This design comes from an exercise in tuning for small area, a short achievable clock period and few clock cycles per item on the open sky130 flow, not from production work. At most, simulation tests tie the RTL to the original design; equivalence was not proved.

==> inputs of job 9288 <==
Design ordered_sequence_hash_64_top, start of the top module:
module ordered_sequence_hash_64_top (
  input  logic                             clk,
  input  logic                             rst_n,
  input  logic                             in_valid,
  output logic                             in_stall,
  input  logic                             in_cmd,
  input  logic [osh64_pkg::LEN_W-1:0]      in_seq_length,
  input  logic [osh64_pkg::HASH_W-1:0]     in_element_bits,
  output logic                             out_valid,
  input  logic                             out_stall,
  output logic [osh64_pkg::HASH_W-1:0]     out_hash
);
Settings: LEC_CHECK=0, CAP_MARGIN=20, CORE_MARGIN=2, CORE_UTILIZATION=60, SLEW_MARGIN=20, SYNTH_HIERARCHICAL=1; clock period 9.5 ns.
standard.sh (not shown) runs the stock make flow with config.mk's settings and CLKGATE_MAP_FILE= SYNTH_SCRIPT=/design/flow/synth_recipe.tcl, a recipe that flattens the netlist after the stock synthesis.
==> flow/flow/run.sh <==
#!/bin/bash
# Own flow: the standard layout (standard synthesis and every ORFS step unchanged) with two
# settings outside config.mk's list:
#  - port buffers are sky130_fd_sc_hd__buf_2 instead of the default choice (every input and
#    output port still gets its own buffer);
set -euo pipefail
MARGIN=$(cat flow/margin.txt)
bash standard.sh "BUFFER_PORTS_ARGS=-buffer_cell sky130_fd_sc_hd__buf_2" \
  SETUP_SLACK_MARGIN="$MARGIN" finish > standard.log 2>&1
==> flow/flow/margin.txt <==
5.0
==> inputs of job 7761, as changes to job 9288 <==
--- a/flow/design.v
+++ b/flow/design.v
@@ -26,43 +26,58 @@
   output logic                             out_valid,
   input  logic                             out_stall,
   output logic [osh64_pkg::HASH_W-1:0]     out_hash
 );
   localparam int unsigned HW = osh64_pkg::HASH_W;
   localparam int unsigned LW = osh64_pkg::HALF_W;
   localparam int unsigned PW = 124;   
-  logic          s0_v, s1_v, hv;
-  logic          s0_cmd, s1_cmd;
-  logic [HW-1:0] s0_src, s0_msrc;
+  logic          sk_v, s0_v, s1_v, out_v;
+  logic          sk_cmd, s0_cmd, s1_cmd;
+  logic [HW-1:0] sk_src, s0_src, s0_msrc;
   logic [PW-1:0] s1_p;
   logic [HW-1:0] out_hash_r;
-  logic hash_free, s1_adv, s0_adv, s0_ready, in_take;
-  assign hash_free = !(hv && out_stall);
-  assign s1_adv    = s1_v && hash_free;
-  assign s0_adv    = s0_v && (!s1_v || s1_adv);
-  assign s0_ready  = !s0_v || s0_adv;
-  assign in_stall  = s0_v && s1_v && hv && out_stall;
-  assign in_take   = in_valid && !in_stall;
+  logic out_free, s1_adv, s0_adv, s0_ready, in_take;
+  assign out_free = !out_v || !out_stall;
+  assign s1_adv   = s1_v && out_free;
+  assign s0_adv   = s0_v && (!s1_v || s1_adv);
+  assign s0_ready = !s0_v || s0_adv;
+  assign in_stall = sk_v;
+  assign in_take  = in_valid && !sk_v;
   logic [HW-1:0] in_src;
   assign in_src = (in_cmd == osh64_pkg::CMD_START) ?
                   {{(HW-osh64_pkg::LEN_W){1'b0}}, in_seq_length} : in_element_bits;
   always_ff @(posedge clk) begin
     if (!rst_n) begin
+      sk_v <= 1'b0;
+    end else if (s0_ready) begin
+      sk_v <= 1'b0;
+    end else if (in_take) begin
+      sk_v <= 1'b1;
+    end
+  end
+  always_ff @(posedge clk) begin
+    if (in_take && !s0_ready) begin
+      sk_cmd <= in_cmd;
+      sk_src <= in_src;
+    end
+  end
+  always_ff @(posedge clk) begin
+    if (!rst_n) begin
       s0_v <= 1'b0;
     end else if (s0_ready) begin
-      s0_v <= in_take;
+      s0_v <= sk_v || in_take;
     end
   end
   logic [HW-1:0] nxt_src, nxt_msrc;
-  assign nxt_src = in_src;
+  assign nxt_src = sk_v ? sk_src : in_src;
   assign nxt_msrc[1:0] = nxt_src[1:0];
   osh64_add62 u_madd (.a(nxt_src[HW-1:2]), .b(nxt_src[HW-1-2:0]), .s(nxt_msrc[HW-1:2]));
   always_ff @(posedge clk) begin
-    if (in_take) begin
-      s0_cmd  <= in_cmd;
+    if (s0_ready) begin
+      s0_cmd  <= sk_v ? sk_cmd : in_cmd;
       s0_src  <= nxt_src;
       s0_msrc <= nxt_msrc;
     end
   end
   logic [HW-1:0] src, nsrc, msrc, nmsrc;
   assign src   = s0_src;
   assign nsrc  = ~s0_src;
@@ -628,24 +643,26 @@
     t2     = t1 ^ (t1 >> osh64_pkg::JOIN_SH_B);
     top    = t2[LW-1:0] ^ acc_hi ^ (acc_hi >> osh64_pkg::JOIN_SH_C);
     joined = {top, acc_hi} ^ {out_hash_r[LW-1:0], x3[HW-1:LW]};
     hash_nxt = (s1_cmd == osh64_pkg::CMD_START) ? x3 : joined;
   end
   always_ff @(posedge clk) begin
     if (!rst_n) begin
-      hv         <= 1'b0;
+      out_v      <= 1'b0;
       out_hash_r <= '0;
     end else begin
-      hv <= s1_adv || (hv && !hash_free);
+      if (out_free) begin
+        out_v <= s1_adv;
+      end
       if (s1_adv) begin
         out_hash_r <= hash_nxt;
       end
     end
   end
-  assign out_valid = hv;
+  assign out_valid = out_v;
   assign out_hash  = out_hash_r;
 endmodule
 module osh64_fa (input logic a, b, c, output logic s, co);
   assign s  = a ^ b ^ c;
   assign co = (a & b) | (a & c) | (b & c);
 endmodule
 module osh64_x3 (input logic a, b, c, output logic s);
==> flow/flow/margin.txt (replaced) <==
5.5
CORE_UTILIZATION = 40   (was 60)
==> results list <==
- Placed instance count: 3929
- The clock reaches the later pin of the worst-skew pair after 0.62 ns.
- Depth of the most critical reg-to-reg path: 6
* Result of the run: no timing/DRC/antenna violations
[end of results for job 7761]
==> results list <==
- At the later pin of the worst-skew pair, clock insertion delay measures 0.56 ns.
- Hold Crit Depth: 0
- The run finished with no timing, DRC or antenna violations.
- The worst register-to-register path has a depth of 15.
* Total clock buffers created by CTS: 36
[end of results for job 9288]
Testbench counts of job 9288, summed over its fixed seeds: cycles 12,024, items 12,000.
For job 7761, only the layout was checked, not whether the RTL still works.

* * *

==> wip/xenon <==
Another version of the RTL of ordered_sequence_hash_64_top (not shown whole).
Design ordered_sequence_hash_64_top, start of the top module:
module ordered_sequence_hash_64_top (
  input  logic                             clk,
  input  logic                             rst_n,
  input  logic                             in_valid,
  output logic                             in_stall,
  input  logic                             in_cmd,
  input  logic [osh64_pkg::LEN_W-1:0]      in_seq_length,
  input  logic [osh64_pkg::HASH_W-1:0]     in_element_bits,
  output logic                             out_valid,
  input  logic                             out_stall,
  output logic [osh64_pkg::HASH_W-1:0]     out_hash
);
clock: 9.5 ns
lec_check: 0
abc_clock_period_in_ps: 3500
cap_margin: 20
core_margin: 2
core_utilization: 40
setup_slack_margin: 5
slew_margin: 20
synth_hierarchical: 1
run.sh (not shown) runs the stock make flow with config.mk's settings and CLKGATE_MAP_FILE= SYNTH_SCRIPT=/design/flow/synth_recipe.tcl, a recipe that flattens the netlist after the stock synthesis.
Stock flow here: none of the scripts above is used.
==> wip/umber: changes against wip/xenon <==
==> flow/flow/run.sh (new file) <==
#!/bin/bash
set -euo pipefail
MARGIN=$(cat flow/margin.txt)
bash standard.sh SETUP_SLACK_MARGIN=$MARGIN finish > standard.log 2>&1
==> flow/flow/margin.txt (new file) <==
6
==> flow/standard.sh (new file) <==
#!/bin/bash
# synth_recipe.tcl (not shown) runs the flow's synth.tcl, then flattens the netlist and writes it again
# the make line also repeats each setting of config.mk as NAME=value (left out here)
make -C /OpenROAD-flow-scripts/flow DESIGN_CONFIG=/design/flow/config.mk WORK_HOME=/design/flow/orfs CLKGATE_MAP_FILE= SYNTH_SCRIPT=/design/flow/synth_recipe.tcl "${@:-finish}"
--- a/flow/config.mk
+++ b/flow/config.mk
@@ -7,3 +7,3 @@
 export LEC_CHECK = 0
-export ABC_CLOCK_PERIOD_IN_PS = 3500
+export ABC_CLOCK_PERIOD_IN_PS = 3000
 export CAP_MARGIN = 20
@@ -11,3 +11,2 @@
 export CORE_UTILIZATION = 40
-export SETUP_SLACK_MARGIN = 5
 export SLEW_MARGIN = 20
removed: flow/run.sh
==> summary of the runs <==
- wip/xenon produced a clean layout. wip/umber completed without violations.
- In synthesized area, wip/umber and wip/xenon do not differ.
- Of wip/xenon and wip/umber, wip/umber has the higher via count (gap 6.5%, measured against wip/umber).
- Of wip/umber and wip/xenon, wip/umber has the higher critical path depth (gap 3).
- Of wip/xenon and wip/umber, wip/umber has the higher first-iteration DRC count (gap 10%, measured against wip/umber).
- Of wip/umber and wip/xenon, wip/umber has the higher fmax (gap 3.1%, measured against wip/xenon).
- Against wip/umber, the hold slack of wip/xenon is worse by 0.049 ns.
- In wip/umber the wire length is larger than in wip/xenon, by about 7%.
- Count of clock-buffer cells in the layout: wip/xenon is higher than wip/umber (1).
- Of wip/umber and wip/xenon, wip/umber has the higher final area (gap 14%, measured against wip/xenon).
- Between wip/umber and wip/xenon, the lower global-route usage is in wip/xenon (gap 1.6 points).
No run of this note included a check of the RTL's function; only the layout flow was run.

[what the ideal ports hide]
In the flow no input, the clock included, has a driving cell. The finished layouts below were timed again as built, in two steps.
Step 1, drivers: a clkbuf_16 drives clk and a buf_2 each remaining input, both assumed.
Step 2 also shifts input and output timing later by t, the mid clock arrival at the registers, as if the neighbouring blocks saw the same clock.
Slacks: ideal / step 1 / step 2; pairs: ideal / step 1.
run | t (ns) | slack for setup (ns) | hold WS [ns] | worst register clock-pin slew, ns
job 9288 | 0.607 | 5.022 / 5.023 / 4.457 | 0.440 / 0.440 / 0.440 | 0.06 / 0.06
job 7761 | 0.668 | 5.430 / 5.431 / 4.763 | 0.433 / 0.433 / 0.433 | 0.06 / 0.06
wip/xenon | 0.682 | 5.036 / 5.036 / 4.880 | 0.429 / 0.429 / 0.429 | 0.06 / 0.06
wip/umber | 0.677 | 5.171 / 5.171 / 4.971 | 0.479 / 0.479 / 0.479 | 0.07 / 0.07
After both steps every run listed still meets setup and hold. For job 7761, which loses most, drivers alone change the setup slack by +0.001 ns; drivers and shift together by -0.667 ns.
